What follows belongs to an exercise in optimizing a design on an open flow for small area, a short achievable clock period and few clock cycles; a production flow would make more cautious choices.
RTL that was checked went through simulation tests only; none was proved equivalent to the original.
Only the layout flow was run in run 8; the RTL was not checked for function there.
Power and IR drop assume default switching activity.

[constraint.sdc]
create_clock -name core_clock -period 9.0 [get_ports {CLK}]
set_input_delay 1.8000 -clock core_clock [delete_from_list [all_inputs] [get_ports {CLK}]]
set_output_delay 1.8000 -clock core_clock [all_outputs]
set_load 0.01 [all_outputs]
[design.v]
module dcache_controller (
   input  logic         CLK,
   input  logic         RESET_N,
   input  logic         CPU_READ,
   input  logic         CPU_WRITE,
   input  logic [31:0]  CPU_ADDRESS,
   input  logic [31:0]  CPU_WRITEDATA,
   output logic [31:0]  CPU_READDATA,
   output logic         CPU_BUSYWAIT,
   output logic         MEM_READ,
   output logic         MEM_WRITE,
   output logic [27:0]  MEM_ADDRESS,
   output logic [127:0] MEM_WRITEDATA,
   input  logic [127:0] MEM_READDATA,
   input  logic         MEM_BUSYWAIT
);
   logic [7:0][127:0] data_q;
   logic [7:0][24:0]  tag_q;
   logic [7:0]        valid_q;
   logic [7:0]        dirty_q;
   logic              req_old_q;
   logic [24:0]  addr_tag;
   logic [2:0]   addr_idx;
   logic [1:0]   addr_word;
   logic         access;
   logic [24:0]  line_tag;
   logic [127:0] line_data;
   logic         line_valid;
   logic         line_dirty;
   logic         hit;
   logic         mem_done;
   logic         fill;
   logic         wb_done;
   logic         store_hit;
   logic [127:0] line_in;
   logic         unused_addr_bits;
   assign addr_tag         = CPU_ADDRESS[31:7];
   assign addr_idx         = CPU_ADDRESS[6:4];
   assign addr_word        = CPU_ADDRESS[3:2];
   assign unused_addr_bits = ^CPU_ADDRESS[1:0];
   assign access = CPU_READ ^ CPU_WRITE;
   always_comb begin
      line_tag   = tag_q[addr_idx];
      line_data  = data_q[addr_idx];
      line_valid = valid_q[addr_idx];
      line_dirty = dirty_q[addr_idx];
   end
   assign hit = line_valid && (line_tag == addr_tag);
   assign MEM_WRITE     = access && !hit && line_valid && line_dirty;
   assign MEM_READ      = access && !hit && !(line_valid && line_dirty);
   assign MEM_ADDRESS   = (line_valid && line_dirty) ? {line_tag, addr_idx} : CPU_ADDRESS[31:4];
   assign MEM_WRITEDATA = line_data;
   assign mem_done  = req_old_q && !MEM_BUSYWAIT;
   assign fill      = MEM_READ && mem_done;
   assign wb_done   = MEM_WRITE && mem_done;
   assign store_hit = access && CPU_WRITE && hit;
   assign CPU_BUSYWAIT = access && !hit && !fill;
   always_comb begin
      if (req_old_q) CPU_READDATA = MEM_READDATA[addr_word*32 +: 32];
      else           CPU_READDATA = line_data[addr_word*32 +: 32];
   end
   always_comb begin
      for (int w = 0; w < 4; w++) begin
         if (CPU_WRITE && addr_word == w) line_in[w*32 +: 32] = CPU_WRITEDATA;
         else                             line_in[w*32 +: 32] = MEM_READDATA[w*32 +: 32];
      end
   end
   always_ff @(posedge CLK) begin
      for (int i = 0; i < 8; i++) begin
         if (addr_idx == i) begin
            if (fill) tag_q[i] <= addr_tag;
            for (int w = 0; w < 4; w++) begin
               if (fill || (store_hit && addr_word == w)) data_q[i][w*32 +: 32] <= line_in[w*32 +: 32];
            end
            if (fill || store_hit) dirty_q[i] <= CPU_WRITE;
            else if (wb_done)      dirty_q[i] <= 1'b0;
         end
      end
   end
   always_ff @(posedge CLK or negedge RESET_N) begin
      if (!RESET_N) begin
         req_old_q <= 1'b0;
         valid_q   <= 8'd0;
      end else begin
         req_old_q <= (MEM_READ || MEM_WRITE) && !mem_done;
         if (fill) valid_q[addr_idx] <= 1'b1;
      end
   end
endmodule
[config.mk]
export PLATFORM = sky130hd
export DESIGN_NAME = dcache_controller
export DESIGN_NICKNAME = dcache_controller
export VERILOG_FILES = /design/flow/design.v
export SDC_FILE = /design/flow/constraint.sdc
export NUM_CORES = 4
export LEC_CHECK = 0
export CAP_MARGIN = 20
export CORE_MARGIN = 2
export CORE_UTILIZATION = 30
export PLACE_DENSITY = 0.45
export SLEW_MARGIN = 20
[run.sh]
#!/bin/bash
# synth_recipe.tcl (not shown) runs the flow's synth.tcl, then flattens the netlist and writes it again
# the make line also repeats each setting of config.mk as NAME=value (left out here)
make -C /OpenROAD-flow-scripts/flow DESIGN_CONFIG=/design/flow/config.mk WORK_HOME=/design/flow/orfs CLKGATE_MAP_FILE= SYNTH_SCRIPT=/design/flow/synth_recipe.tcl finish
==> run notes, run 1 <==
Status -> finished clean
Cells after Synth -> 2,793
Gpl congestion -> 0.8014
Root buf cell -> clkbuf_16
TritonCTS Sinks -> 1,241
FF+latch count, synth -> 1,241
Final Net Count -> 3,443
Grt total ovfl -> 0
Worst-Margin Slew -> 1.134 ns
Final Hold Vio Count -> 0
Total CTS buffers -> 141
Startpoint Class -> primary input
Syn Nets -> 2,997
PortBufs -> 385
Top post-synthesis cells by area -> edfxtp_1 72%, mux4_2 12%, mux2_2 3.4%, nand2_1 3.0%, mux2i_1 2.7%
DRC viols -> 0
Most frequent cell after synthesis -> edfxtp_1
Synth Warn # -> 1
CTS tree -> built
First-pass GRT wire length -> 235.4 mm
RSZ-0062 raised after global routing -> no
Antenna violations before repair -> 17
Top cell type's share of synthesized area -> 71.70%
Post-route minimum period -> 7.451 ns
Area delta synth->final -> 22.32%
Cell Rows -> 152
Final setup viols -> 0
Fmax -> 134.2 MHz
Slew headroom -> 24.42%
CTS H-tree depth -> 4
Post-DRT Antenna Nets -> 0
Vias in the first global route -> 29,490
Crit path max fanout -> 80
Slowest stage delay, CP -> 0.60 ns
GRT Overall Usage -> 19.46%
Post-synth top flop -> edfxtp_1
Worst path cell trace -> buf_8 -> buf_12 -> buf_4 -> mux4_2 -> nand2_1 -> nand2_1 -> mux2i_1 -> o22ai_1 -> or3_1 -> clkdlybuf4s50_1
Clk_skew -> 0.05309 ns
Hold-fix buffers, CTS -> 0
Final period util -> 82.78%
Die span in y -> 418.7 um
Design Area, Final -> 63,110 um2
Slew Viols, Final -> 0
Worst R2R Setup Slack -> 4.46 ns
Yosys top cell by area -> edfxtp_1
Pin count of the biggest net entering global routing -> 93
Post-DP Area -> 58,510 um2
Deepest clock path buffer count -> 3
Layout cell share with drive strength beyond 1 -> 23.45%
CTS resizes -> 0
Netlist cell types -> 64
Avg Cell Area, Syn -> 18.47 um2
Die area -> 175,300 um2
Starting density of the core -> 30.14%
Ports -> 388
Number of fill cells -> 15,790
Worst min path class -> reg -> reg
Post-Syn Area -> 51,600 um2
Async S/R FF share, synth -> 0.7252%
Crit path top cell by count -> nand2_1
TNS Setup -> 0 ns
Total power -> 13.49 mW
Routed WL per cell -> 30.83 um
Slowest-stage cell, CP -> mux2i_1
Req. time, crit path -> 7.20 ns
WS Path Type -> in -> out
Core Util, Final -> 36.87%
CP arrival -> 5.65 ns
Chip width -> 418.7 um
Vias -> 28,580
DR iter-0 viols -> 2,539
Core area -> 171,200 um2
Number of enable flip-flop cells after synthesis -> 1,232
P_leak -> 20.78 nW
Seq/Total Area, Yosys -> 72.14%
Post-CTS setup buffer count -> 0
Final wirelength -> 172.3 mm
Clock-pin slew on the worst setup and hold paths -> 0.06 ns
Post-synth top cells -> 1,232 x edfxtp_1, 410 x nand2_1, 285 x mux4_2, 158 x mux2_2, 137 x mux2i_1
CP endpoint kind -> output pin
Post-DP HPWL -> 109.8 mm
DRT Pass-1 Iters -> 5
Power density over cell area -> 213.8 nW/um2
Peak VDD IR -> 212.8 uV
Via density -> 5.113
# Max-Cap Violations -> 0
Clock latency on the worst-skew pair -> 0.80 ns
[registers in the layout (all words and copies together) (netlist names)]
signal	flops
data_q	1024
req_old_q	1
valid_q	8
tag_q	200
dirty_q	8
[metal layers]
| layer | track usage, % | vias up | wire [um] |
|---|---|---|---|
| li1 | - | 12080 | - |
| met1 | 24.34 | 15320 | 70310 |
| met2 | 33.42 | 913 | 86790 |
| met3 | 3.291 | 265 | 8379 |
| met4 | 7.899 | 2 | 6842 |
| met5 | 0 | - | 13 |
[worst max-delay path: cells and delay by family]
kind | cells | cell delay [ns]
simple gates | 3 | 0.65
mux | 2 | 0.94
compound gates | 1 | 0.15
buf+inv | 4 | 1.81
[cells in the final DEF, fill, tap and decap left out, drive strengths merged, types with 4 or more instances in the layout]
cell type      count
clkinv            61
clkinvlp           8
o21ai             22
nor2b             19
o22ai             28
nand3             10
a31oi              8
o221ai            12
xnor2              6
a22oi              7
a21o               5
nor3              13
clkdlybuf4s50    382
buf               83
clkbuf           168
a21oi             25
dfrtp              9
o2bb2a             4
mux2i            138
mux2             162
ha                 7
a31o               5
a311oi             7
edfxtp          1232
bufinv            11
mux4             285
nand2            410
o21a               4
diode              4
inv               17
xor2               5
nor2             115
and2               5
nand2b            10
or3               21
a221oi             5
and3               4
[cell type report]
| cell class | count | area [um2] | area share, % |
|---|---|---|---|
| sequential | 1241 | 37220 | 58.97 |
| multi-input combinational | 1381 | 13870 | 21.97 |
| timing repair buffer | 465 | 4603 | 7.293 |
| clock buffer | 168 | 3672 | 5.818 |
| tap | 2233 | 2794 | 4.427 |
| clock inverter | 88 | 900.9 | 1.427 |
| inverter | 9 | 46.29 | 0.07335 |
| antenna | 4 | 10.01 | 0.01586 |
[final timing paths]
kind	depth (start not counted)	end	from
min in group asynchronous	1	valid_q[4]	RESET_N
max in group asynchronous	1	req_old_q	RESET_N
worst max register to register	9	data_q[927]	tag_q[104]
worst max-delay path	10	CPU_READDATA[31]	CPU_ADDRESS[5]
worst min register to register	1	valid_q[6]	valid_q[6]
worst min-delay path	1	valid_q[6]	valid_q[6]
[logic make-up (layout without fill, tap and decap cells)]
group           count (synthesis)  count (layout)  synth area share, %
simple gates                  628             628                5.141
buf+inv                       171             730                1.533
mux                           585             585                18.68
compound gates                150             150                2.156
fa+ha+maj                       7               7               0.1697
flops                        1241            1241                72.14
other cells                     0               4                    0
xor+xnor                       11              11               0.1867
[metrics by stage]
step                      cells  worst slack [ns]  hold slack [ns]
final                      5589             1.549           0.4708
after global routing       5587             1.434           0.4887
after CTS                  5584             1.547           0.4755
after detailed placement   5328             1.550           0.4617
after global placement     5328             1.536           0.4454
after floorplan            2793             2.595           0.4227
[power by group]
| group | internal [mW] | leakage [nW] | total [mW] | switching [mW] |
|---|---|---|---|---|
| Clock | 3.26 | 2.20 | 5.65 | 2.39 |
| Sequential | 6.45 | 11.2 | 6.47 | 0.0174 |
| Combinational | 0.566 | 7.38 | 1.37 | 0.808 |
| Total | 10.3 | 20.8 | 13.5 | 3.21 |
Testbench counts, summed over its fixed seeds: cycles 72,898.
==> inputs of run 2 (changes only) <==
--- a/config.mk
+++ b/config.mk
@@ -7,6 +7,7 @@
 export LEC_CHECK = 0
 export CAP_MARGIN = 20
 export CORE_MARGIN = 2
-export CORE_UTILIZATION = 30
-export PLACE_DENSITY = 0.45
+export CORE_UTILIZATION = 50
+export PLACE_DENSITY = 0.6
+export SETUP_SLACK_MARGIN = 3.5
 export SLEW_MARGIN = 20
==> run notes, run 2 <==
Status -> finished clean
Yosys top cell by area -> edfxtp_1
Most common cell after layout, fill and taps aside -> edfxtp_1
Reg2reg end -> data_q[832]
Top cell type's share of synthesized area -> 71.70%
WS Path Type -> in -> out
FF+latch count, synth -> 1,241
Avg Cell Area, Syn -> 18.47 um2
Vias -> 30,760
Top post-synthesis cells by area -> edfxtp_1 72%, mux4_2 12%, mux2_2 3.4%, nand2_1 3.0%, mux2i_1 2.7%
DRT Pass-1 Iters -> 6
Slew headroom -> 30.45%
Routed WL per cell -> 33.98 um
Post-synth top flop -> edfxtp_1
Hold depth -> 1
Most frequent cells in the layout -> 1,232 x edfxtp_1, 298 x clkdlybuf4s50_1, 285 x mux4_2, 264 x nand2_1, 157 x buf_4
Number of enable flip-flop cells after synthesis -> 1,232
Worst R2R Setup Slack -> 4.37 ns
Slowest-stage cell, CP -> o41ai_4
P_leak -> 22.64 nW
Ports -> 388
Post-DRT Antenna Nets -> 0
Final Net Count -> 3,643
Top flop regs -> data_q: 1024 flops, tag_q: 200 flops
Starting density of the core -> 50.57%
Die area -> 105,800 um2
Clk_skew -> 0.02171 ns
Final wirelength -> 166.9 mm
Worst-Margin Slew -> 1.041 ns
Crit path max fanout -> 34
CP arrival -> 4.26 ns
CTS tree -> built
Synth Warn # -> 1
Core Util, Final -> 65.06%
Worst r2r path cells -> 12
Multi-input logic area -> 15,490 um2
Slew Viols, Final -> 0
Number of fill cells -> 7,132
Worst path cell trace -> buf_16 -> buf_12 -> buf_8 -> nand4bb_1 -> o211ai_1 -> a21oi_2 -> xor2_1 -> nand4_1 -> o41ai_4 -> buf_6 -> nor2_1 -> buf_2
Worst Hold Launch -> valid_q[2]
Largest register FFs -> 1,024
Deepest clock path buffer count -> 3
Die span in y -> 325.2 um
RSZ-0062 raised after global routing -> yes
Async S/R FF share, synth -> 0.7252%
Worst min path class -> reg -> reg
Grt total ovfl -> 0
Slowest stage delay, CP -> 0.37 ns
Via density -> 6.264
Gpl congestion -> 0.8429
CP endpoint kind -> output pin
Post-synth top cells -> 1,232 x edfxtp_1, 410 x nand2_1, 285 x mux4_2, 158 x mux2_2, 137 x mux2i_1
Final Hold Vio Count -> 0
Syn Nets -> 2,997
Most frequent cell after synthesis -> edfxtp_1
TritonCTS Sinks -> 1,241
Largest Register -> data_q
Cell Rows -> 117
Reg area -> 37,220 um2
Fmax -> 165.1 MHz
Antenna violations before repair -> 11
Total CTS buffers -> 132
PortBufs -> 385
Peak VDD IR -> 159.6 uV
GRT Overall Usage -> 31.47%
Cells after Synth -> 2,793
Chip width -> 325.2 um
Root buf cell -> clkbuf_16
Clock-pin slew on the worst setup and hold paths -> 0.06 ns
TNS Setup -> 0 ns
Vias in the first global route -> 30,650
Hold-fix buffers, CTS -> 0
Post-Syn Area -> 51,600 um2
Pin count of the biggest net entering global routing -> 76
Post-route minimum period -> 6.059 ns
Layout cell share with drive strength beyond 1 -> 36.97%
Core area -> 102,000 um2
First-pass GRT wire length -> 232.4 mm
Worst hold slack -> 0.4755 ns
Clock latency on the worst-skew pair -> 0.74 ns
Power density over cell area -> 204.4 nW/um2
DR iter-0 viols -> 3,665
Final period util -> 67.32%
Netlist cell types -> 64
Final setup viols -> 0
# Max-Cap Violations -> 0
CTS H-tree depth -> 4
DRC viols -> 0
Post-DP HPWL -> 95.11 mm
Area delta synth->final -> 28.66%
Req. time, crit path -> 7.20 ns
Startpoint Class -> primary input
WHS Endpoint -> valid_q[2]
Worst R2R Start -> tag_q[167]
Seq/Total Area, Yosys -> 72.14%
==> run 2: how the worst max path moves through the flow <==
stage	from	endpoint	slack (ns)	cells past startpoint
6_report	CPU_ADDRESS[6]	CPU_BUSYWAIT	2.94	12
5_1_grt	CPU_ADDRESS[6]	CPU_BUSYWAIT	2.89	12
4_1_cts	CPU_ADDRESS[6]	CPU_BUSYWAIT	3.06	11
3_5_place_dp	CPU_ADDRESS[5]	MEM_WRITE	1.49	11
3_3_place_gp	CPU_ADDRESS[5]	MEM_WRITE	1.58	11
2_1_floorplan	CPU_ADDRESS[4]	CPU_BUSYWAIT	3.13	11
==> run 2: timing repair <==
action	CTS	global route
pin swaps	61	69
gates resized for setup	464	185
buffers inserted	110	57
endpoints found under the hold margin	0	0
cloned	49	3
endpoints found under the setup margin	1151	79
==> run 2: layer usage <==
layer / vias to the layer above / wire, um / global-route usage [%]
met5: - / 76 / 0
met2: 1654 / 79600 / 49.84
met3: 303 / 15650 / 6.830
met1: 16280 / 65130 / 43.11
li1: 12500 / - / -
met4: 12 / 6405 / 11.97
==> run 2: kinds of logic after synthesis <==
group,share of synthesized area [%]
flops,72.14
mux,18.68
simple gates,5.141
xor+xnor,0.1867
buf+inv,1.533
compound gates,2.156
fa+ha+maj,0.1697
==> run 2: area by class of cell <==
type	instances	share of cell area [%]
Clock buffer	175	5.443
Inverter	9	0.08105
Antenna cell	4	0.01508
Sequential cell	1241	56.07
Multi-Input combinational cell	1387	23.33
Tap cell	1368	2.578
Timing Repair Buffer	668	11.56
Clock inverter	58	0.9217
==> run 2: per-stage QoR <==
step | instances | area, um2 | power, mW | worst slack, ns
6_report | 4910 | 66380 | 13.57 | 2.941
5_1_grt | 4909 | 66380 | 13.92 | 2.885
4_1_cts | 4845 | 65170 | 13.53 | 3.057
3_5_place_dp | 4453 | 57650 | 7.949 | 1.491
3_3_place_gp | 4453 | 57650 | 7.922 | 1.575
2_1_floorplan | 2793 | 52860 | 7.346 | 3.131
==> run 2: worst max-delay path, delay by kind of cell <==
kind,cells,cell delay (ns)
buffers and inverters,5,0.99
xor gates and xnor gates,1,0.25
and+or+nand+nor,3,0.48
AOI/OAI and AO/OA,3,0.72
==> run 2: report_power, final <==
group	leakage (nW)	switching [mW]	internal, mW
logic	9.38	0.941	0.792
registers	11.2	0.0212	6.45
clock network	2.06	2.18	3.19
total	22.6	3.14	10.4
==> inputs of run 3 (changes only) <==
--- a/design.v
+++ b/design.v
@@ -27,6 +27,7 @@
    logic [127:0] line_data;
    logic         line_valid;
    logic         line_dirty;
+   logic [7:0]   line_hit;
    logic         hit;
    logic         mem_done;
    logic         fill;
@@ -45,7 +46,10 @@
       line_valid = valid_q[addr_idx];
       line_dirty = dirty_q[addr_idx];
    end
-   assign hit = line_valid && (line_tag == addr_tag);
+   always_comb begin
+      for (int i = 0; i < 8; i++) line_hit[i] = valid_q[i] && (tag_q[i] == addr_tag);
+   end
+   assign hit = line_hit[addr_idx];
    assign MEM_WRITE     = access && !hit && line_valid && line_dirty;
    assign MEM_READ      = access && !hit && !(line_valid && line_dirty);
    assign MEM_ADDRESS   = (line_valid && line_dirty) ? {line_tag, addr_idx} : CPU_ADDRESS[31:4];
==> run notes, run 3 <==
Post-synth top flop -> edfxtp_1
Root buf cell -> clkbuf_16
Top flop regs -> data_q: 1024 flops, tag_q: 200 flops
# Max-Cap Violations -> 0
Crit path max-delay family -> simple AND/OR/NAND/NOR gates
Post-DP HPWL -> 107.2 mm
Top cell type's share of synthesized area -> 69.70%
TNS Setup -> 0 ns
Most frequent cells in the layout -> 1,232 x edfxtp_1, 338 x nand2_1, 313 x mux4_2, 283 x clkdlybuf4s50_1, 139 x clkbuf_16
Die span in y -> 329.8 um
Most common cell after layout, fill and taps aside -> edfxtp_1
Vias -> 32,050
Hold-fix buffers, CTS -> 0
P_leak -> 22.64 nW
Async S/R FF share, synth -> 0.7252%
Slew headroom -> 24.98%
Crit path top cell by count -> buf_6
Hold depth -> 1
Ports -> 388
Antenna violations before repair -> 12
Power density over cell area -> 196.0 nW/um2
Final Net Count -> 3,775
PortBufs -> 385
Worst min path class -> reg -> reg
Worst path cell trace -> buf_6 -> xor2_1 -> nor4_2 -> nand3_2 -> o41ai_4 -> a21oi_2 -> nor4_4 -> buf_6 -> or2_4 -> nor2b_1 -> buf_2
Final setup viols -> 0
Cell Rows -> 119
Post-synth top cells -> 1,232 x edfxtp_1, 456 x nand2_1, 309 x mux4_2, 128 x mux2_2, 109 x xor2_1
Buffers plus inverters on the worst setup path -> 3
Total CTS buffers -> 132
DRC viols -> 0
Post-DRT Antenna Nets -> 0
RSZ-0062 raised after global routing -> yes
Area delta synth->final -> 27.06%
Status -> finished clean
Worst Hold Launch -> valid_q[2]
WHS Endpoint -> valid_q[2]
CTS H-tree depth -> 4
Via density -> 6.321
Number of enable flip-flop cells after synthesis -> 1,232
Final Hold Vio Count -> 0
Core area -> 105,300 um2
Die area -> 108,800 um2
Avg Cell Area, Syn -> 17.81 um2
Worst r2r path cells -> 10
Total power -> 13.22 mW
Final period util -> 63.67%
Slowest stage delay, CP -> 0.38 ns
Syn Nets -> 3,185
CP endpoint kind -> output pin
Grt total ovfl -> 0
Startpoint Class -> primary input
Fmax -> 174.5 MHz
Worst R2R Setup Slack -> 4.41 ns
Slowest-stage cell, CP -> o41ai_4
Peak VDD IR -> 152.5 uV
Post-Syn Area -> 53,080 um2
Synth Warn # -> 1
Crit path max fanout -> 17
Pin count of the biggest net entering global routing -> 82
Worst-Margin Slew -> 1.123 ns
Yosys top cell by area -> edfxtp_1
Seq/Total Area, Yosys -> 70.13%
Reg2reg end -> data_q[136]
Largest register FFs -> 1,024
Gpl congestion -> 0.8807
Clock latency on the worst-skew pair -> 0.74 ns
Layout cell share with drive strength beyond 1 -> 34.56%
Chip width -> 329.8 um
Routed WL per cell -> 35.21 um
Clk_skew -> 0.02071 ns
FF+latch count, synth -> 1,241
Slew Viols, Final -> 0
Starting density of the core -> 50.42%
Req. time, crit path -> 7.20 ns
Cells after Synth -> 2,981
Post-route minimum period -> 5.730 ns
Top post-synthesis cells by area -> edfxtp_1 70%, mux4_2 13%, nand2_1 3.2%, mux2_2 2.7%, xor2_1 1.8%
Netlist cell types -> 51
Final wirelength -> 178.5 mm
GRT Overall Usage -> 32.94%
First-pass GRT wire length -> 245.7 mm
Number of fill cells -> 7,378
Worst R2R Start -> valid_q[4]
DR iter-0 viols -> 4,152
Largest Register -> data_q
Vias in the first global route -> 31,980
CTS tree -> built
DRT Pass-1 Iters -> 6
TritonCTS Sinks -> 1,241
Most frequent cell after synthesis -> edfxtp_1
WS Path Type -> in -> out
CP arrival -> 3.93 ns
Clock-pin slew on the worst setup and hold paths -> 0.05 ns
Core Util, Final -> 64.06%
Deepest clock path buffer count -> 3
-- run 3: per-layer routing --
layer	wire [um]	part of all wire (%)	up-vias	track usage, %
li1	-	-	13010	-
met1	69400	39	16910	45.45
met2	85340	48	1817	52.32
met3	17000	9.5	306	6.954
met4	6726	3.8	12	11.96
met5	79	0.044	-	0
-- run 3: worst max path at each step --
stage / startpoint / end / slack [ns] / depth (start not counted)
2_1_floorplan: CPU_ADDRESS[29] / data_q[0] / 3.47 / 9
3_3_place_gp: CPU_ADDRESS[21] / MEM_READ / 1.55 / 11
3_5_place_dp: CPU_ADDRESS[21] / MEM_READ / 1.53 / 11
4_1_cts: req_old_q / CPU_READDATA[0] / 3.28 / 7
5_1_grt: CPU_ADDRESS[7] / CPU_BUSYWAIT / 3.19 / 11
6_report: CPU_ADDRESS[19] / CPU_BUSYWAIT / 3.27 / 11
-- run 3: final cells by class --
| cell class | count | area (um2) | area share (%) |
|---|---|---|---|
| flip-flops and latches | 1241 | 37220 | 55.19 |
| multi-input cells | 1557 | 17280 | 25.63 |
| repair buffers | 632 | 7074 | 10.49 |
| clock buffers | 167 | 3541 | 5.251 |
| well taps | 1391 | 1740 | 2.581 |
| clock inverters | 71 | 513.0 | 0.7607 |
| inverters | 7 | 50.05 | 0.07421 |
| diodes | 5 | 12.51 | 0.01855 |
-- run 3: cells by family (layout without fill, tap and decap cells) --
| logic type | after synthesis | in the layout | share of synthesized area, % |
|---|---|---|---|
| flip-flops | 1241 | 1241 | 70.13 |
| other | 0 | 5 | 0 |
| XOR/XNOR | 200 | 200 | 3.300 |
| AND/OR/NAND/NOR | 668 | 668 | 5.325 |
| multiplexers | 531 | 536 | 17.60 |
| adder cells (fa/ha/maj) | 7 | 7 | 0.1650 |
| AO/OA/AOI/OAI | 146 | 146 | 1.858 |
| buffers and inverters | 188 | 877 | 1.627 |
-- run 3: per-stage QoR --
stage / std cells / hold WS, ns / cell area, um2 / setup slack (ns)
3_3_place_gp: 4652 / 0.4327 / 58850 / 1.554
5_1_grt: 5068 / 0.4785 / 67430 / 3.190
2_1_floorplan: 2981 / 0.4202 / 53100 / 3.473
4_1_cts: 5025 / 0.4494 / 66290 / 3.277
6_report: 5071 / 0.4664 / 67440 / 3.270
3_5_place_dp: 4652 / 0.4366 / 58850 / 1.532
-- run 3: where the power goes --
group          internal, mW  total, mW  switching [mW]
clock network          2.98       5.18            2.21
logic                 0.696       1.58           0.879
registers              6.43       6.46          0.0260
total                  10.1       13.2            3.11
-- run 3: worst register-to-register path: cells and delay by family (launching register included) --
family	cells	cell delay, ns
AOI/OAI and AO/OA	1	0.30
muxes	2	0.96
buffers and inverters	3	1.07
and+or+nand+nor	4	1.47
DFF	1	0.38
-- run 3: repair_timing --
item / in CTS / in global routing
gates resized for setup: 713 / 200
hold endpoints to repair: 0 / 0
setup endpoints to repair: 1409 / 52
cloned: 31 / 2
pin swaps: 76 / 71
buffers inserted: 104 / 36
Testbench counts of run 3, summed over its fixed seeds: cycles 72,898.
==> inputs of run 4 (changes only) <==
==> flow/run.sh (new file) <==
#!/bin/bash
# Standard layout, with plain buffers on the ports (instead of delay cells) and resizing free to
# change a cell's footprint. Every tool's output goes to a log file in this folder.
set -euo pipefail
export BUFFER_PORTS_ARGS="-buffer_cell sky130_fd_sc_hd__buf_2"
bash standard.sh MATCH_CELL_FOOTPRINT=0 finish > standard.log 2>&1
==> standard.sh (new file) <==
#!/bin/bash
# synth_recipe.tcl (not shown) runs the flow's synth.tcl, then flattens the netlist and writes it again
# the make line also repeats each setting of config.mk as NAME=value (left out here)
make -C /OpenROAD-flow-scripts/flow DESIGN_CONFIG=/design/flow/config.mk WORK_HOME=/design/flow/orfs CLKGATE_MAP_FILE= SYNTH_SCRIPT=/design/flow/synth_recipe.tcl "${@:-finish}"
removed: run.sh
==> run notes, run 4 <==
TNS Setup -> 0 ns
Layout cell share with drive strength beyond 1 -> 41.16%
Worst min path class -> reg -> reg
Antenna violations before repair -> 13
Flop pwr share -> 48.5%
Seq/Total Area, Yosys -> 70.13%
First-pass GRT wire length -> 245.8 mm
DRC viols -> 0
CP endpoint kind -> output pin
WS Path Type -> in -> out
DRT Pass-1 Iters -> 6
Worst hold slack -> 0.4728 ns
Final worst slack -> 3.269 ns
PortBufs -> 385
Most frequent cell after synthesis -> edfxtp_1
Post-synth top cells -> 1,232 x edfxtp_1, 456 x nand2_1, 309 x mux4_2, 128 x mux2_2, 109 x xor2_1
Internal power -> 10.18 mW
Largest Register -> data_q
CTS tree -> built
Switching part of the total -> 23.54%
Netlist cell types -> 51
Final period util -> 63.68%
Via density -> 6.425
Top post-synthesis cells by area -> edfxtp_1 70%, mux4_2 13%, nand2_1 3.2%, mux2_2 2.7%, xor2_1 1.8%
CP arrival -> 3.93 ns
Vias in the first global route -> 31,790
P_sw -> 3.134 mW
FF+latch count, synth -> 1,241
Total CTS buffers -> 132
Die area -> 108,800 um2
Slew headroom -> 29.28%
Post-DRT Antenna Nets -> 0
Avg Cell Area, Syn -> 17.81 um2
DR iter-0 viols -> 4,235
Clock network power share -> 40.7%
Crit path max fanout -> 7
Most common cell after layout, fill and taps aside -> edfxtp_1
Comb power frac -> 10.8%
GRT Overall Usage -> 32.92%
CTS H-tree depth -> 4
Final setup viols -> 0
# Max-Cap Violations -> 0
Starting density of the core -> 50.42%
Startpoint Class -> primary input
Cells after Synth -> 2,981
Largest register FFs -> 1,024
Most frequent cells in the layout -> 1,232 x edfxtp_1, 378 x nand2_1, 350 x buf_2, 309 x mux4_2, 168 x clkbuf_16
Top cell type's share of synthesized area -> 69.70%
Clk_skew -> 0.03053 ns
RSZ-0062 raised after global routing -> yes
Status -> finished clean
P_leak -> 22.52 nW
Clock latency on the worst-skew pair -> 0.75 ns
DP Worst Slack -> 2.171 ns
Hold depth -> 1
Post-Syn Area -> 53,080 um2
Clock-pin slew on the worst setup and hold paths -> 0.05 ns
Routed WL per cell -> 35.72 um
Worst-Margin Slew -> 1.058 ns
Grt total ovfl -> 0
Yosys top cell by area -> edfxtp_1
Wire length on met3 -> 17.95 mm
Highest Signal Layer -> met5
Die span in y -> 329.8 um
Pin count of the biggest net entering global routing -> 51
Slew Viols, Final -> 0
Req. time, crit path -> 7.20 ns
Deepest clock path buffer count -> 3
Met2 routed WL -> 86.83 mm
Core area -> 105,300 um2
Async S/R FF share, synth -> 0.7252%
Post-synth top flop -> edfxtp_1
Wl on met1 -> 67.72 mm
Chip width -> 329.8 um
Peak VDD IR -> 151.4 uV
Fmax -> 174.5 MHz
Area delta synth->final -> 22.95%
Final wirelength -> 180.0 mm
Root buf cell -> clkbuf_16
Hold-fix buffers, CTS -> 0
Synth Warn # -> 1
TritonCTS Sinks -> 1,241
Gpl congestion -> 0.9000
Number of enable flip-flop cells after synthesis -> 1,232
Syn Nets -> 3,185
Top flop regs -> data_q: 1024 flops, tag_q: 200 flops
Final Hold Vio Count -> 0
Ports -> 388
Cell Rows -> 119
Post-route minimum period -> 5.731 ns
Worst r2r path cells -> 12
Post-DP HPWL -> 110.2 mm
Power density over cell area -> 204.0 nW/um2
Final Net Count -> 3,753
Vias -> 32,380
-- run 4: final timing paths --
| kind | end | start | slack [ns] |
|---|---|---|---|
| max in group asynchronous | req_old_q | RESET_N | 7.88 |
| min | valid_q[4] | valid_q[4] | 0.47 |
| min in group asynchronous | valid_q[3] | RESET_N | 0.91 |
| max reg2reg | data_q[813] | tag_q[176] | 4.58 |
| min reg2reg | valid_q[4] | valid_q[4] | 0.47 |
| max | CPU_BUSYWAIT | CPU_ADDRESS[8] | 3.27 |
-- run 4: layout make-up --
| type | instances | area (um2) |
|---|---|---|
| fill | 7600 | 40010 |
| sequential | 1241 | 37220 |
| multi-input combinational | 1552 | 16720 |
| timing repair buffer | 613 | 5220 |
| clock buffer | 168 | 3565 |
| tap | 1391 | 1740 |
| clock inverter | 64 | 709.4 |
| inverter | 7 | 57.56 |
| timing repair inverter | 2 | 22.52 |
| antenna | 1 | 2.502 |
-- run 4: cell families after synthesis --
logic type      after synthesis  share of synthesized area [%]
flops                      1241                          70.13
buf+inv                     188                          1.627
compound gates              146                          1.858
xor+xnor                    200                          3.300
simple gates                668                          5.325
mux                         531                          17.60
fa+ha+maj                     7                         0.1650
-- run 4: worst max-delay path, stage by stage --
cell,delay (ns)
buf_16,0.13
xor2_4,0.16
nor4_4,0.38
nand3_2,0.14
nor4_4,0.39
nor4_4,0.09
nor4_4,0.38
or2_4,0.25
nor2b_4,0.08
buf_6,0.12
-- run 4: stage by stage --
stage | instances | total power [mW] | area (um2) | utilization (%)
floorplan | 2981 | 7.228 | 53110 | -
CTS | 4987 | 13.26 | 63880 | 60.68
detailed placement | 4674 | 7.743 | 57080 | 54.23
finish | 5039 | 13.31 | 65260 | 61.99
global placement | 4674 | 7.720 | 57080 | 54.23
global route | 5039 | 13.64 | 65260 | 61.99
-- run 4: metal layers --
metal | global-route usage, % | up-vias
met1 | 45.02 | 17130
met2 | 52.75 | 1968
met3 | 6.510 | 349
li1 | - | 12910
met4 | 12.54 | 20
met5 | 0 | -
-- run 4: repair_timing --
action | CTS | global route
buffers inserted | 47 | 45
cloned | 34 | 6
gates resized for setup | 307 | 183
setup endpoints to repair | 765 | 38
pin swaps | 48 | 54
-- run 4: power by group through the flow --
stage,logic [mW],registers (mW),clock network [mW]
global route,1.49,6.46,5.68
detailed placement,1.16,6.58,0
global placement,1.14,6.58,0
finish,1.44,6.46,5.42
CTS,1.34,6.46,5.47
floorplan,0.663,6.56,0
==> inputs of run 5 (changes only) <==
==> flow/run.sh (replaced) <==
#!/bin/bash
# Standard layout, with plain buffers on the ports (instead of delay cells), resizing free to
# change a cell's footprint, and a clock tree of smaller buffers without dummy loads.
# Every tool's output goes to a log file in this folder.
set -euo pipefail
export BUFFER_PORTS_ARGS="-buffer_cell sky130_fd_sc_hd__buf_2"
export CTS_ARGS="-sink_clustering_enable -repair_clock_nets -dont_use_dummy_load -root_buf sky130_fd_sc_hd__clkbuf_16 -buf_list {sky130_fd_sc_hd__clkbuf_4 sky130_fd_sc_hd__clkbuf_8}"
bash standard.sh MATCH_CELL_FOOTPRINT=0 finish > standard.log 2>&1
==> run notes, run 5 <==
Post-synthesis adder-cell area fraction -> 0.1650%
Largest register FFs -> 1,024
Slew headroom -> 29.40%
Post-DRT Antenna Nets -> 0
Worst-Margin Slew -> 1.057 ns
Post-Syn Area -> 53,080 um2
Post-DP HPWL -> 110.2 mm
CTS tree -> built
WS Path Type -> in -> out
Most common cell after layout, fill and taps aside -> edfxtp_1
Die area -> 108,800 um2
Post-synthesis compound-gate area fraction -> 1.858%
Number of fill cells -> 7,777
Inst Count DP -> 4,674
Core area -> 105,300 um2
Pin count of the biggest net entering global routing -> 51
Chip width -> 329.8 um
CP arrival -> 3.92 ns
Reg area -> 37,220 um2
Synth Warn # -> 1
FF+latch count, synth -> 1,241
Power density over cell area -> 186.1 nW/um2
Largest Register -> data_q
Most frequent cell after synthesis -> edfxtp_1
TNS Setup -> 0 ns
DR iter-0 viols -> 4,156
Final period util -> 63.53%
Multi-input logic area -> 16,560 um2
Worst hold slack -> 0.4768 ns
Clock latency on the worst-skew pair -> 0.76 ns
Fmax -> 174.9 MHz
Final Hold Vio Count -> 0
RSZ-0062 raised after global routing -> yes
Post-route minimum period -> 5.717 ns
Top flop regs -> data_q: 1024 flops, tag_q: 200 flops
TritonCTS Sinks -> 1,241
Clock-pin slew on the worst setup and hold paths -> 0.05 ns
Vias in the first global route -> 32,130
Layout cell share with drive strength beyond 1 -> 41.49%
Vias -> 32,360
Avg Cell Area, Syn -> 17.81 um2
Worst r2r path cells -> 12
Root buf cell -> clkbuf_16
Routed WL per cell -> 35.83 um
Xor/xnor cell area share of the yosys netlist -> 3.300%
Hold depth -> 1
Final setup viols -> 0
Number of enable flip-flop cells after synthesis -> 1,232
Final Net Count -> 3,814
First-pass GRT wire length -> 245.9 mm
GRT Overall Usage -> 32.95%
Total CTS buffers -> 200
CP endpoint kind -> output pin
Ports -> 388
Hold-fix buffers, CTS -> 0
Die span in y -> 329.8 um
Yosys top cell by area -> edfxtp_1
Netlist cell types -> 51
PortBufs -> 385
Main combinational cell family by area after synthesis -> multiplexers
DRT Pass-1 Iters -> 7
Startpoint Class -> primary input
P_leak -> 21.81 nW
Seq/Total Area, Yosys -> 70.13%
Top post-synthesis cells by area -> edfxtp_1 70%, mux4_2 13%, nand2_1 3.2%, mux2_2 2.7%, xor2_1 1.8%
Starting density of the core -> 50.42%
Peak VDD IR -> 160.3 uV
Deepest clock path buffer count -> 3
Most frequent cells in the layout -> 1,232 x edfxtp_1, 383 x nand2_1, 354 x buf_2, 309 x mux4_2, 199 x clkbuf_8
Clk_skew -> 0.07127 ns
Post-synth top cells -> 1,232 x edfxtp_1, 456 x nand2_1, 309 x mux4_2, 128 x mux2_2, 109 x xor2_1
Crit path max fanout -> 17
Status -> finished clean
Total power -> 11.82 mW
Req. time, crit path -> 7.20 ns
Final wirelength -> 179.3 mm
Top cell type's share of synthesized area -> 69.70%
Area delta synth->final -> 19.69%
Antenna violations before repair -> 14
Via density -> 6.467
Post-synth top flop -> edfxtp_1
Slew Viols, Final -> 0
Gpl congestion -> 0.9000
Worst min path class -> reg -> reg
Mux cell area share after synthesis -> 17.60%
Grt total ovfl -> 0
DRC viols -> 0
Simple-gate area share of the yosys netlist -> 5.325%
Cells after Synth -> 2,981
CTS H-tree depth -> 4
Async S/R FF share, synth -> 0.7252%
Syn Nets -> 3,185
Final Non-Filler Cells -> 5,004
Cell Rows -> 119
# Max-Cap Violations -> 0
## run 5: changes by cell type in the layout (fill, tap and decap cells not counted), sizes merged
cell,before,now
clkbuf,200,232
clkinv,47,1
buf,581,574
inv,13,8
bufinv,13,0
diode,1,5
## run 5: kinds of logic after synthesis
kind of cell	count (synthesis)
AOI/OAI and AO/OA	146
muxes	531
and+or+nand+nor	668
buffers and inverters	188
DFF	1241
adders and majority gates	7
xor gates and xnor gates	200
## run 5: through the flow
step           instance area [um2]  utilization, %  setup slack (ns)
2_1_floorplan                53110               -             3.473
3_3_place_gp                 57080           54.23             2.193
3_5_place_dp                 57080           54.23             2.171
4_1_cts                      62450           59.32             3.331
5_1_grt                      63520           60.34             3.216
6_report                     63530           60.35             3.283
## run 5: worst paths after layout
check                      slack, ns       startpoint           end
max                             3.28  CPU_ADDRESS[10]  CPU_BUSYWAIT
max reg2reg                     4.65       tag_q[106]   data_q[814]
min reg2reg                     0.48       valid_q[2]    valid_q[2]
min in group asynchronous       0.94          RESET_N    valid_q[3]
min                             0.48       valid_q[2]    valid_q[2]
max in group asynchronous       7.85          RESET_N     req_old_q
## run 5: critical path, cell delays in order
cell	delay (ns)
buf_8	0.14
xor2_2	0.17
nor4_2	0.31
nand3_1	0.16
o41ai_2	0.43
a21oi_2	0.08
nor4_4	0.37
or2_4	0.25
nor2b_4	0.08
buf_6	0.12
## run 5: per-layer routing
metal | routed length (um) | global-route usage, % | vias to the layer above
li1 | - | - | 12910
met1 | 67590 | 45.14 | 17110
met2 | 85720 | 52.40 | 1977
met3 | 18620 | 6.792 | 354
met4 | 7256 | 12.81 | 18
met5 | 114 | 0 | -
## run 5: report_power, final
part | leakage (nW) | switching, mW | internal, mW
Combinational | 9.16 | 0.860 | 0.559
Clock | 1.44 | 1.98 | 1.96
Sequential | 11.2 | 0.0272 | 6.44
## run 5: timing repair
action / 4_1_cts / 5_1_grt
cloned: 35 / 8
buffers inserted: 54 / 28
setup endpoints to repair: 748 / 40
pin swaps: 44 / 48
gates resized for setup: 306 / 143
## run 5: area by class of cell
type | instances | area share (%)
Tap cell | 1391 | 2.740
Inverter | 7 | 0.09060
Clock buffer | 200 | 4.351
Multi-Input combinational cell | 1552 | 26.06
Sequential cell | 1241 | 58.59
Timing Repair Buffer | 606 | 8.109
Antenna cell | 5 | 0.01970
Timing Repair inverter | 2 | 0.03545
==> inputs of run 6 (changes only) <==
==> flow/run.sh (replaced) <==
#!/bin/bash
# Standard layout, with plain buffers on the ports (instead of delay cells), resizing free to
# change a cell's footprint, and a clock tree of fewer, smaller buffers without dummy loads.
# Every tool's output goes to a log file in this folder.
set -euo pipefail
export BUFFER_PORTS_ARGS="-buffer_cell sky130_fd_sc_hd__buf_1"
export CTS_ARGS="-sink_clustering_enable -repair_clock_nets -dont_use_dummy_load -root_buf sky130_fd_sc_hd__clkbuf_16 -buf_list {sky130_fd_sc_hd__clkbuf_8} -sink_clustering_size 16 -sink_clustering_max_diameter 60"
bash standard.sh MATCH_CELL_FOOTPRINT=0 finish > standard.log 2>&1
--- a/config.mk
+++ b/config.mk
@@ -7,7 +7,8 @@
 export LEC_CHECK = 0
 export CAP_MARGIN = 20
 export CORE_MARGIN = 2
-export CORE_UTILIZATION = 50
-export PLACE_DENSITY = 0.6
-export SETUP_SLACK_MARGIN = 3.5
+export CORE_UTILIZATION = 55
+export PLACE_DENSITY = 0.65
+export SETUP_SLACK_MARGIN = 3.4
 export SLEW_MARGIN = 20
+export TNS_END_PERCENT = 30
==> run notes, run 6 <==
Pin count of the biggest net entering global routing -> 68
Most frequent cells in the layout -> 1,232 x edfxtp_1, 438 x nand2_1, 355 x buf_1, 311 x mux4_2, 128 x mux2_2
RSZ-0062 raised after global routing -> yes
Routed WL per cell -> 37.22 um
Synth Warn # -> 1
Chip width -> 314.7 um
FF+latch count, synth -> 1,241
TritonCTS Sinks -> 1,241
Worst Hold Launch -> valid_q[4]
Starting density of the core -> 55.70%
Fmax -> 172.0 MHz
CP arrival -> 4.01 ns
Number of fill cells -> 6,870
Clock-pin slew on the worst setup and hold paths -> 0.10 ns
Core area -> 95,290 um2
Largest register FFs -> 1,024
Final setup viols -> 0
Reg2reg end -> tag_q[128]
Post-DP HPWL -> 104.4 mm
Clk_skew -> 0.05005 ns
Status -> finished clean
Most common cell after layout, fill and taps aside -> edfxtp_1
Async S/R FF share, synth -> 0.7252%
Hold-fix buffers, CTS -> 0
Number of enable flip-flop cells after synthesis -> 1,232
Total power -> 10.60 mW
Vias -> 31,890
Clock latency on the worst-skew pair -> 0.67 ns
DRT Pass-1 Iters -> 6
Top cell type's share of synthesized area -> 69.70%
Startpoint Class -> primary input
Post-DRT Antenna Nets -> 0
Top flop regs -> data_q: 1024 flops, tag_q: 200 flops
CTS H-tree depth -> 3
Grt total ovfl -> 0
Ports -> 388
WHS Endpoint -> valid_q[4]
Via density -> 6.756
Worst r2r path cells -> 7
Yosys top cell by area -> edfxtp_1
# Max-Cap Violations -> 0
Die span in y -> 314.7 um
Final wirelength -> 175.7 mm
Cells after Synth -> 2,981
CP endpoint kind -> output pin
GRT Overall Usage -> 35.44%
Slew headroom -> 23.50%
Crit path top cell by count -> nor4_4
Layout cell share with drive strength beyond 1 -> 26.36%
Deepest clock path buffer count -> 3
Most frequent cell after synthesis -> edfxtp_1
Req. time, crit path -> 7.20 ns
TNS Setup -> 0 ns
First-pass GRT wire length -> 240.9 mm
Worst-Margin Slew -> 1.145 ns
Root buf cell -> clkbuf_16
Avg Cell Area, Syn -> 17.81 um2
Die area -> 99,000 um2
Worst path cell trace -> buf_6 -> buf_8 -> buf_4 -> xor2_1 -> nor4_1 -> nand3_1 -> nor4_4 -> nor4_4 -> nor4_4 -> or2_4 -> nor2b_1 -> buf_2
Antenna violations before repair -> 17
DR iter-0 viols -> 4,501
Final Hold Vio Count -> 0
PortBufs -> 385
Post-synth top flop -> edfxtp_1
Worst R2R Setup Slack -> 4.35 ns
Power density over cell area -> 175.7 nW/um2
Slowest stage delay, CP -> 0.38 ns
Post-synth top cells -> 1,232 x edfxtp_1, 456 x nand2_1, 309 x mux4_2, 128 x mux2_2, 109 x xor2_1
DRC viols -> 0
Hold depth -> 1
Post-route minimum period -> 5.813 ns
Slowest-stage cell, CP -> nor4_4
Top post-synthesis cells by area -> edfxtp_1 70%, mux4_2 13%, nand2_1 3.2%, mux2_2 2.7%, xor2_1 1.8%
Worst R2R Start -> valid_q[6]
Gpl congestion -> 0.9277
CTS tree -> built
Total CTS buffers -> 101
Slew Viols, Final -> 0
WS Path Type -> in -> out
Peak VDD IR -> 158.7 uV
Post-Syn Area -> 53,080 um2
Final period util -> 64.58%
P_leak -> 19.64 nW
Syn Nets -> 3,185
Worst min path class -> reg -> reg
Cell Rows -> 113
Vias in the first global route -> 31,120
Crit path max fanout -> 7
Largest Register -> data_q
Final Net Count -> 3,654
Seq/Total Area, Yosys -> 70.13%
Area delta synth->final -> 13.67%
Netlist cell types -> 51
==> run 6: cell counts after synthesis <==
Identical to the previous run, type by type.
==> run 6: per-layer routing <==
metal  vias up  global-route usage (%)  share of wire (%)
met1     16700                   47.33                 36
met5         -                       0              0.045
met3       408                   8.242                 11
met2      2184                   56.38                 48
li1      12590                       -                  -
met4        12                   15.51                5.2
==> run 6: cells by family after synthesis <==
kind of cell / count (synthesis) / synth area share (%)
AOI/OAI and AO/OA: 146 / 1.858
xor gates and xnor gates: 200 / 3.300
DFF: 1241 / 70.13
muxes: 531 / 17.60
adders and majority gates: 7 / 0.1650
and+or+nand+nor: 668 / 5.325
buffers and inverters: 188 / 1.627
==> run 6: worst max-delay path by stage <==
stage | startpoint | end | slack (ns) | cells after the start
floorplan | CPU_ADDRESS[4] | CPU_READDATA[13] | 3.40 | 9
global placement | CPU_ADDRESS[4] | MEM_READ | 1.83 | 9
detailed placement | CPU_ADDRESS[4] | data_q[191] | 1.80 | 9
CTS | CPU_ADDRESS[18] | CPU_BUSYWAIT | 3.25 | 11
global route | CPU_ADDRESS[18] | CPU_BUSYWAIT | 3.14 | 11
finish | CPU_ADDRESS[22] | CPU_BUSYWAIT | 3.19 | 12
==> run 6: repair_timing <==
action | CTS | global route
cloned | 37 | 4
resized for setup | 272 | 55
pin swaps | 26 | 13
setup buffers | 25 | 18
endpoints found under the setup margin | 1420 | 40
==> run 6: where the power goes <==
group / total (mW) / internal, mW / switching [mW]
logic: 1.31 / 0.469 / 0.840
clock network: 2.85 / 1.10 / 1.75
registers: 6.45 / 6.42 / 0.0244
==> run 6: final cells by class <==
class / count / area (um2) / share of cell area (%)
Antenna cell: 8 / 20.02 / 0.03318
Clock buffer: 101 / 1491 / 2.472
Inverter: 7 / 65.06 / 0.1078
Multi-Input combinational cell: 1555 / 16180 / 26.82
Sequential cell: 1241 / 37220 / 61.69
Tap cell: 1265 / 1583 / 2.623
Timing Repair Buffer: 542 / 3751 / 6.217
Timing Repair inverter: 2 / 22.52 / 0.03733
==> run 6: critical path: cells and delay by family <==
kind                   cells  cell delay, ns
AND/OR/NAND/NOR            7            1.52
XOR/XNOR                   1            0.17
buffers and inverters      4            0.51
==> run 6: through the flow <==
step / worst slack, ns / util (%) / hold WS, ns / std cells / area (um2)
after detailed placement: 1.795 / 59.08 / 0.4458 / 4527 / 56300
after CTS: 3.254 / 62.79 / 0.4685 / 4690 / 59830
after floorplan: 3.399 / - / 0.4202 / 2981 / 53100
after global placement: 1.834 / 59.08 / 0.4379 / 4527 / 56300
after global routing: 3.144 / 63.30 / 0.4840 / 4714 / 60320
final: 3.187 / 63.32 / 0.4719 / 4721 / 60340
==> inputs of run 7 (changes only) <==
--- a/config.mk
+++ b/config.mk
@@ -7,8 +7,8 @@
 export LEC_CHECK = 0
 export CAP_MARGIN = 20
 export CORE_MARGIN = 2
-export CORE_UTILIZATION = 55
-export PLACE_DENSITY = 0.65
+export CORE_UTILIZATION = 65
+export PLACE_DENSITY = 0.75
 export SETUP_SLACK_MARGIN = 3.4
 export SLEW_MARGIN = 20
 export TNS_END_PERCENT = 30
==> run notes, run 7 <==
Status -> finished clean
Worst min path class -> reg -> reg
Ports -> 388
Chip width -> 289.8 um
First-pass GRT wire length -> 224.6 mm
Final wirelength -> 163.6 mm
Pin count of the biggest net entering global routing -> 67
CTS tree -> built
Post-DP HPWL -> 99.54 mm
FF+latch count, synth -> 1,241
TritonCTS Sinks -> 1,241
Worst Hold Launch -> valid_q[6]
Total power -> 10.40 mW
Layout cell share with drive strength beyond 1 -> 25.02%
Die area -> 83,960 um2
Peak VDD IR -> 140.3 uV
Antenna violations before repair -> 9
Vias in the first global route -> 30,870
CP arrival -> 4.00 ns
Gpl congestion -> 0.9502
Largest Register -> data_q
Deepest clock path buffer count -> 3
CTS H-tree depth -> 3
Power density over cell area -> 175.1 nW/um2
Post-DRT Antenna Nets -> 0
Via density -> 7.118
Most frequent cell after synthesis -> edfxtp_1
DR iter-0 viols -> 4,753
Final Hold Vio Count -> 0
Worst-Margin Slew -> 1.195 ns
Starting density of the core -> 65.79%
Netlist cell types -> 51
Slew headroom -> 20.14%
Startpoint Class -> primary input
Cell Rows -> 104
P_leak -> 19.39 nW
CP endpoint kind -> output pin
Clock-pin slew on the worst setup and hold paths -> 0.08 ns
Design Area, Final -> 59,400 um2
Post-Syn Area -> 53,080 um2
Number of enable flip-flop cells after synthesis -> 1,232
Die span in y -> 289.8 um
Clk_skew -> 0.05661 ns
Async S/R FF share, synth -> 0.7252%
# Max-Cap Violations -> 0
Vias -> 32,000
Reg2reg end -> data_q[64]
Worst r2r path cells -> 8
Slew Viols, Final -> 0
Core area -> 80,680 um2
Worst R2R Setup Slack -> 4.24 ns
Fmax -> 172.5 MHz
DRC viols -> 0
Top flop regs -> data_q: 1024 flops, tag_q: 200 flops
Top cell type's share of synthesized area -> 69.70%
RSZ-0062 raised after global routing -> yes
Post-synth top flop -> edfxtp_1
Largest register FFs -> 1,024
Top post-synthesis cells by area -> edfxtp_1 70%, mux4_2 13%, nand2_1 3.2%, mux2_2 2.7%, xor2_1 1.8%
Post-route minimum period -> 5.796 ns
Final period util -> 64.40%
Root buf cell -> clkbuf_16
PortBufs -> 385
Routed WL per cell -> 36.40 um
Area delta synth->final -> 11.92%
Worst R2R Start -> valid_q[2]
Cells after Synth -> 2,981
Crit path max fanout -> 17
Most common cell after layout, fill and taps aside -> edfxtp_1
Yosys top cell by area -> edfxtp_1
Grt total ovfl -> 0
Clock latency on the worst-skew pair -> 0.65 ns
WS Path Type -> in -> out
Seq/Total Area, Yosys -> 70.13%
Total CTS buffers -> 91
Final setup viols -> 0
Avg Cell Area, Syn -> 17.81 um2
Final Net Count -> 3,635
Most frequent cells in the layout -> 1,232 x edfxtp_1, 447 x nand2_1, 354 x buf_1, 310 x mux4_2, 128 x mux2_2
DRT Pass-1 Iters -> 5
Hold depth -> 1
Hold-fix buffers, CTS -> 0
GRT Overall Usage -> 39.11%
Synth Warn # -> 1
WHS Endpoint -> valid_q[6]
TNS Setup -> 0 ns
Req. time, crit path -> 7.20 ns
Post-synth top cells -> 1,232 x edfxtp_1, 456 x nand2_1, 309 x mux4_2, 128 x mux2_2, 109 x xor2_1
Syn Nets -> 3,185
Post-DP Area -> 55,970 um2
## run 7: changes by cell type in the layout (fill, tap and decap cells not counted), moves of 4 or more
cell,before,now
clkbuf_16,37,33
buf_4,89,98
nand2_2,16,7
nor4_4,11,4
buf_8,5,1
mux2i_4,11,6
nand2_1,438,447
buf_6,25,21
nor4_2,16,21
mux2i_1,71,79
clkbuf_8,92,82
## run 7: cells by family (layout without fill, tap and decap cells)
kind of cell	count (synthesis)	after routing	synth area share [%]
adder cells (fa/ha/maj)	7	7	0.1650
other	0	7	0
flip-flops	1241	1241	70.13
AND/OR/NAND/NOR	668	668	5.325
AO/OA/AOI/OAI	146	146	1.858
XOR/XNOR	200	200	3.300
buffers and inverters	188	634	1.627
multiplexers	531	533	17.60
## run 7: cell type report
| cell class | count | area (um2) |
|---|---|---|
| antenna | 7 | 17.52 |
| clock buffer | 91 | 1354 |
| fill | 4829 | 21270 |
| inverter | 7 | 47.55 |
| multi-input combinational | 1554 | 15890 |
| sequential | 1241 | 37220 |
| tap | 1060 | 1326 |
| timing repair buffer | 536 | 3550 |
## run 7: worst max-delay path, cell delays in order
cell	delay (ns)
buf_6	0.14
xor2_1	0.16
nor4_2	0.37
nand3_1	0.24
nor4_2	0.35
nor4_2	0.08
nor4_4	0.38
or2_4	0.24
nor2_1	0.05
buf_2	0.17
## run 7: layer usage
layer,GRT usage [%],up-vias,part of all wire [%]
li1,-,12550,-
met1,52.26,16320,33
met2,59.83,2628,47
met5,0,-,0.053
met4,22.51,14,6.7
met3,9.623,494,13
## run 7: what timing repair did
action	CTS	global route
buffers inserted	27	19
resized for setup	230	40
pin swaps	30	12
gates cloned	24	9
setup endpoints to repair	1412	69
## run 7: worst max-delay path by stage
stage	end	start	slack (ns)
CTS	MEM_READ	CPU_ADDRESS[23]	3.28
finish	MEM_READ	CPU_ADDRESS[13]	3.20
global route	MEM_READ	CPU_ADDRESS[16]	3.13
detailed placement	MEM_READ	CPU_ADDRESS[15]	1.90
floorplan	CPU_READDATA[13]	CPU_ADDRESS[4]	3.40
global placement	MEM_READ	CPU_ADDRESS[15]	2.02
## run 7: report_power, final
group / switching [mW] / internal (mW) / total (mW)
Combinational: 0.796 / 0.450 / 1.25
Sequential: 0.0201 / 6.42 / 6.44
Clock: 1.71 / 1.00 / 2.71
Total: 2.53 / 7.88 / 10.4
## run 7: stage by stage
stage	util, %	hold WS, ns	cells	setup WS, ns
after floorplan	-	0.4202	2981	3.399
after global placement	69.38	0.4349	4318	2.021
after detailed placement	69.38	0.4412	4318	1.905
after CTS	73.01	0.4587	4460	3.285
after global routing	73.62	0.4726	4492	3.131
final	73.63	0.4591	4496	3.204
==> inputs of run 8 (changes only) <==
--- a/design.v
+++ b/design.v
@@ -1,3 +1,31 @@
+module dcache_hit (
+   input  logic [7:0][24:0] tags,
+   input  logic [7:0]       valid,
+   input  logic [24:0]      addr_tag,
+   input  logic [2:0]       idx,
+   output logic             hit
+);
+   logic [7:0] line_hit;
+   always_comb begin
+      for (int i = 0; i < 8; i++) line_hit[i] = valid[i] && (tags[i] == addr_tag);
+   end
+   assign hit = line_hit[idx];
+endmodule
+module dcache_rdmux (
+   input  logic [7:0][127:0] lines,
+   input  logic [2:0]        idx,
+   input  logic [1:0]        word,
+   input  logic              use_mem,
+   input  logic [127:0]      mem,
+   output logic [127:0]      line,
+   output logic [31:0]       rdata
+);
+   assign line = lines[idx];
+   always_comb begin
+      if (use_mem) rdata = mem[word*32 +: 32];
+      else         rdata = line[word*32 +: 32];
+   end
+endmodule
 module dcache_controller (
    input  logic         CLK,
    input  logic         RESET_N,
@@ -25,9 +53,7 @@
    logic         access;
    logic [24:0]  line_tag;
    logic [127:0] line_data;
-   logic         line_valid;
-   logic         line_dirty;
-   logic [7:0]   line_hit;
+   logic         line_vd;
    logic         hit;
    logic         mem_done;
    logic         fill;
@@ -40,29 +66,24 @@
    assign addr_word        = CPU_ADDRESS[3:2];
    assign unused_addr_bits = ^CPU_ADDRESS[1:0];
    assign access = CPU_READ ^ CPU_WRITE;
-   always_comb begin
-      line_tag   = tag_q[addr_idx];
-      line_data  = data_q[addr_idx];
-      line_valid = valid_q[addr_idx];
-      line_dirty = dirty_q[addr_idx];
-   end
-   always_comb begin
-      for (int i = 0; i < 8; i++) line_hit[i] = valid_q[i] && (tag_q[i] == addr_tag);
-   end
-   assign hit = line_hit[addr_idx];
-   assign MEM_WRITE     = access && !hit && line_valid && line_dirty;
-   assign MEM_READ      = access && !hit && !(line_valid && line_dirty);
-   assign MEM_ADDRESS   = (line_valid && line_dirty) ? {line_tag, addr_idx} : CPU_ADDRESS[31:4];
+   assign line_tag = tag_q[addr_idx];
+   assign line_vd  = valid_q[addr_idx] && dirty_q[addr_idx];
+   dcache_hit u_hit (
+      .tags(tag_q), .valid(valid_q), .addr_tag(addr_tag), .idx(addr_idx), .hit(hit)
+   );
+   dcache_rdmux u_rd (
+      .lines(data_q), .idx(addr_idx), .word(addr_word), .use_mem(req_old_q), .mem(MEM_READDATA),
+      .line(line_data), .rdata(CPU_READDATA)
+   );
+   assign MEM_WRITE     = access && !hit && line_vd;
+   assign MEM_READ      = access && !hit && !line_vd;
+   assign MEM_ADDRESS   = line_vd ? {line_tag, addr_idx} : CPU_ADDRESS[31:4];
    assign MEM_WRITEDATA = line_data;
    assign mem_done  = req_old_q && !MEM_BUSYWAIT;
-   assign fill      = MEM_READ && mem_done;
-   assign wb_done   = MEM_WRITE && mem_done;
+   assign fill      = mem_done && !line_vd;
+   assign wb_done   = mem_done && line_vd;
    assign store_hit = access && CPU_WRITE && hit;
    assign CPU_BUSYWAIT = access && !hit && !fill;
-   always_comb begin
-      if (req_old_q) CPU_READDATA = MEM_READDATA[addr_word*32 +: 32];
-      else           CPU_READDATA = line_data[addr_word*32 +: 32];
-   end
    always_comb begin
       for (int w = 0; w < 4; w++) begin
          if (CPU_WRITE && addr_word == w) line_in[w*32 +: 32] = CPU_WRITEDATA;
==> flow/run.sh (replaced) <==
#!/bin/bash
# Standard layout, with plain buffers on the ports (instead of delay cells), resizing free to
# change a cell's footprint, and a clock tree of fewer, smaller buffers without dummy loads.
# Every tool's output goes to a log file in this folder.
set -euo pipefail
export BUFFER_PORTS_ARGS="-buffer_cell sky130_fd_sc_hd__buf_2"
export CTS_ARGS="-sink_clustering_enable -repair_clock_nets -dont_use_dummy_load -root_buf sky130_fd_sc_hd__clkbuf_16 -buf_list {sky130_fd_sc_hd__clkbuf_8} -sink_clustering_size 16 -sink_clustering_max_diameter 60"
bash standard.sh MATCH_CELL_FOOTPRINT=0 finish > standard.log 2>&1
--- a/config.mk
+++ b/config.mk
@@ -7,8 +7,9 @@
 export LEC_CHECK = 0
 export CAP_MARGIN = 20
 export CORE_MARGIN = 2
-export CORE_UTILIZATION = 65
-export PLACE_DENSITY = 0.75
-export SETUP_SLACK_MARGIN = 3.4
+export CORE_UTILIZATION = 55
+export PLACE_DENSITY = 0.65
+export SETUP_SLACK_MARGIN = 3.5
 export SLEW_MARGIN = 20
-export TNS_END_PERCENT = 30
+export SYNTH_HIERARCHICAL = 1
+export SYNTH_MINIMUM_KEEP_SIZE = 0
==> run notes, run 8 <==
Total power -> 10.97 mW
Syn Nets -> 3,247
Number of enable flip-flop cells after synthesis -> 1,232
Fmax -> 176.6 MHz
Vias -> 34,420
DRT Pass-1 Iters -> 5
GRT Overall Usage -> 37.15%
Cells after Synth -> 3,043
FF+latch count, synth -> 1,241
Final setup viols -> 0
Final worst slack -> 3.336 ns
Final Non-Filler Cells -> 4,938
Number of fill cells -> 6,509
Design Area, Final -> 64,440 um2
Most frequent cells in the layout -> 1,232 x edfxtp_1, 454 x mux2_2, 348 x buf_2, 189 x buf_4, 156 x mux4_2
Slew Viols, Final -> 0
Clock-pin slew on the worst setup and hold paths -> 0.11 ns
TritonCTS Sinks -> 1,241
Slowest stage delay, CP -> 0.38 ns
Gpl congestion -> 0.9362
Final period util -> 62.93%
Total CTS buffers -> 99
Core area -> 96,850 um2
Power density over cell area -> 170.3 nW/um2
Ports -> 388
Top post-synthesis cells by area -> edfxtp_1 69%, mux2_2 9.9%, mux4_2 6.5%, xor2_1 2.1%, o22ai_1 1.7%
Status -> finished clean
Core Util, Final -> 66.53%
Cell Rows -> 114
Slowest-stage cell, CP -> nor4_2
DR iter-0 viols -> 4,665
Post-synth top flop -> edfxtp_1
Worst min path class -> reg -> reg
WS Path Type -> in -> out
Antenna violations before repair -> 33
Deepest clock path buffer count -> 3
Wire length on met3 -> 26.09 mm
Met2 routed WL -> 85.77 mm
Crit path max-delay family -> simple AND/OR/NAND/NOR gates
Most common cell after layout, fill and taps aside -> edfxtp_1
Crit path max fanout -> 17
Post-DRT Antenna Nets -> 0
Most frequent cell after synthesis -> edfxtp_1
Async S/R FF share, synth -> 0.7252%
Hold depth -> 1
Chip width -> 317.1 um
CTS tree -> built
Startpoint Class -> primary input
DP Worst Slack -> 1.718 ns
Inst Count DP -> 4,594
CTS H-tree depth -> 3
Cell count along the critical path -> 11
P_leak -> 21.41 nW
Hold-fix buffers, CTS -> 0
Area delta synth->final -> 19.54%
Post-DP Area -> 57,580 um2
Worst-Margin Slew -> 1.153 ns
Largest register FFs -> 1,024
Die area -> 100,500 um2
Peak VDD IR -> 129.3 uV
Clock latency on the worst-skew pair -> 0.68 ns
Root buf cell -> clkbuf_16
RSZ-0062 raised after global routing -> yes
Avg Cell Area, Syn -> 17.71 um2
Top flop regs -> data_q: 1024 flops, tag_q: 200 flops
Buffers plus inverters on the worst setup path -> 4
DRC viols -> 0
Clk_skew -> 0.06232 ns
Highest Signal Layer -> met5
Post-route minimum period -> 5.664 ns
CP endpoint kind -> output pin
Grt total ovfl -> 0
# Max-Cap Violations -> 0
Largest Register -> data_q
Req. time, crit path -> 7.20 ns
Routed WL per cell -> 38.79 um
Wl on met1 -> 68.76 mm
Crit path top cell by count -> nor4_2
Seq/Total Area, Yosys -> 69.05%
First-pass GRT wire length -> 253.8 mm
Slew headroom -> 22.85%
Starting density of the core -> 55.66%
Yosys top cell by area -> edfxtp_1
Post-DP HPWL -> 115.6 mm
Final wirelength -> 191.5 mm
Pin count of the biggest net entering global routing -> 57
Final Hold Vio Count -> 0
CP arrival -> 3.86 ns
TNS Setup -> 0 ns
Worst hold slack -> 0.5787 ns
Vias in the first global route -> 32,360
Worst r2r path cells -> 13
Final Net Count -> 3,858
Via density -> 6.970
Post-synth top cells -> 1,232 x edfxtp_1, 473 x mux2_2, 156 x mux4_2, 148 x o22ai_1, 129 x xor2_1
Post-Syn Area -> 53,910 um2
Top cell type's share of synthesized area -> 68.63%
PortBufs -> 385
Synth Warn # -> 9
Layout cell share with drive strength beyond 1 -> 47.32%
Worst path cell trace -> buf_4 -> xor2_1 -> nor4_2 -> nand3_1 -> nor4_2 -> nor4_1 -> nor4_2 -> buf_4 -> buf_6 -> nor3b_2 -> buf_2
Die span in y -> 317.1 um
Netlist cell types -> 59
-- run 8: changes by cell type after synthesis, moves of 19 or more --
cell / before / now
o21ai_2: 0 / 19
mux4_2: 309 / 156
xor2_1: 109 / 129
xnor2_1: 91 / 68
a221oi_1: 0 / 25
o22ai_1: 30 / 148
mux2_2: 128 / 473
nand2_1: 456 / 46
buf_1: 40 / 16
o31ai_1: 0 / 38
a31oi_1: 30 / 0
a21oi_1: 19 / 77
-- run 8: routing by layer --
layer	up-vias	global-route usage, %
met3	533	12.98
met2	2575	55.25
met5	-	0
li1	13440	-
met1	17830	49.78
met4	36	16.57
-- run 8: final cells by class --
type | instances | area, um2 | share of cell area, %
Multi-Input combinational cell | 1603 | 18020 | 27.97
Inverter | 10 | 47.55 | 0.07379
Tap cell | 1276 | 1597 | 2.478
Timing Repair Buffer | 699 | 6055 | 9.396
Antenna cell | 10 | 25.02 | 0.03883
Sequential cell | 1241 | 37220 | 57.77
Clock buffer | 99 | 1464 | 2.272
-- run 8: worst paths after layout --
path                                 start  slack [ns]     endpoint
setup / recovery           CPU_ADDRESS[27]        3.34     MEM_READ
hold / removal                  valid_q[7]        0.58   valid_q[7]
setup reg to reg                tag_q[194]        4.33  data_q[653]
hold reg to reg                 valid_q[7]        0.58   valid_q[7]
max in group asynchronous          RESET_N        7.79   valid_q[0]
min in group asynchronous          RESET_N        0.99   valid_q[2]
-- run 8: modules after synthesis (local to each module, per instance) --
module | times used | cell area [um2]
dcache_rdmux | 1 | 10160
dcache_controller | 1 | 41300
dcache_hit | 1 | 2449
-- run 8: logic make-up after synthesis --
family                   synth area share [%]
multiplexers                            17.85
buffers and inverters                   2.043
XOR/XNOR                                3.201
adder cells (fa/ha/maj)                0.1625
flip-flops                              69.05
AND/OR/NAND/NOR                         2.421
AO/OA/AOI/OAI                           5.278
-- run 8: power by group --
part	switching (mW)	internal, mW
sequential	0.0448	6.44
clock	1.75	1.08
combinational	1.02	0.640
-- run 8: timing repair --
| item | 4_1_cts | 5_1_grt |
|---|---|---|
| resized for setup | 328 | 205 |
| pin swaps | 94 | 86 |
| gates cloned | 42 | 8 |
| setup buffers | 109 | 76 |
| setup endpoints to repair | 1204 | 199 |
-- run 8: worst register-to-register path: cells and delay by family, from the launching register on --
kind	cells	cell delay, ns
compound gates	1	0.62
buf+inv	4	0.96
flops	1	0.50
simple gates	7	1.97
xor+xnor	1	0.25

==> re-timing with driven ports <==
How much do the figures lean on ideal ports? The routed layouts below were timed once more, with nothing changed but the port constraints. Step 1 sets driving cells, clkbuf_16 on the clock port and buf_2 on the other inputs (assumed; they add their load-dependent delay and slew). Step 2 adds t to the input delays and takes it off the output delays; t is the mean of the earliest and latest rising clock arrival at the registers after step 1. Input paths then give back, and output paths get back, about the clock's delay inside the block. Slacks: ideal ports / drivers / drivers and shift; pairs: ideal ports / drivers.
run | shift t [ns] | setup slack, ns | worst hold slack (ns) | cell pins on the clock port's net
run 1 | 0.861 | 1.549 / 1.501 / 1.501 | 0.471 / 0.471 / 0.471 | 1
run 2 | 0.802 | 2.941 / 2.409 / 2.194 | 0.476 / 0.476 / 0.476 | 1
run 3 | 0.809 | 3.270 / 2.842 / 2.397 | 0.466 / 0.466 / 0.466 | 1
run 4 | 0.814 | 3.269 / 2.860 / 2.564 | 0.473 / 0.473 / 0.473 | 1
run 5 | 0.791 | 3.283 / 2.872 / 2.543 | 0.477 / 0.477 / 0.477 | 1
run 6 | 0.721 | 3.187 / 2.848 / 2.356 | 0.472 / 0.472 / 0.472 | 1
run 7 | 0.693 | 3.204 / 2.933 / 2.328 | 0.459 / 0.459 / 0.459 | 1
run 8 | 0.715 | 3.336 / 2.948 / 2.699 | 0.579 / 0.579 / 0.579 | 1
After both steps every run listed still meets setup and hold. The setup slack of run 7, which loses most, moves by -0.271 ns with the drivers and by -0.876 ns with both steps.
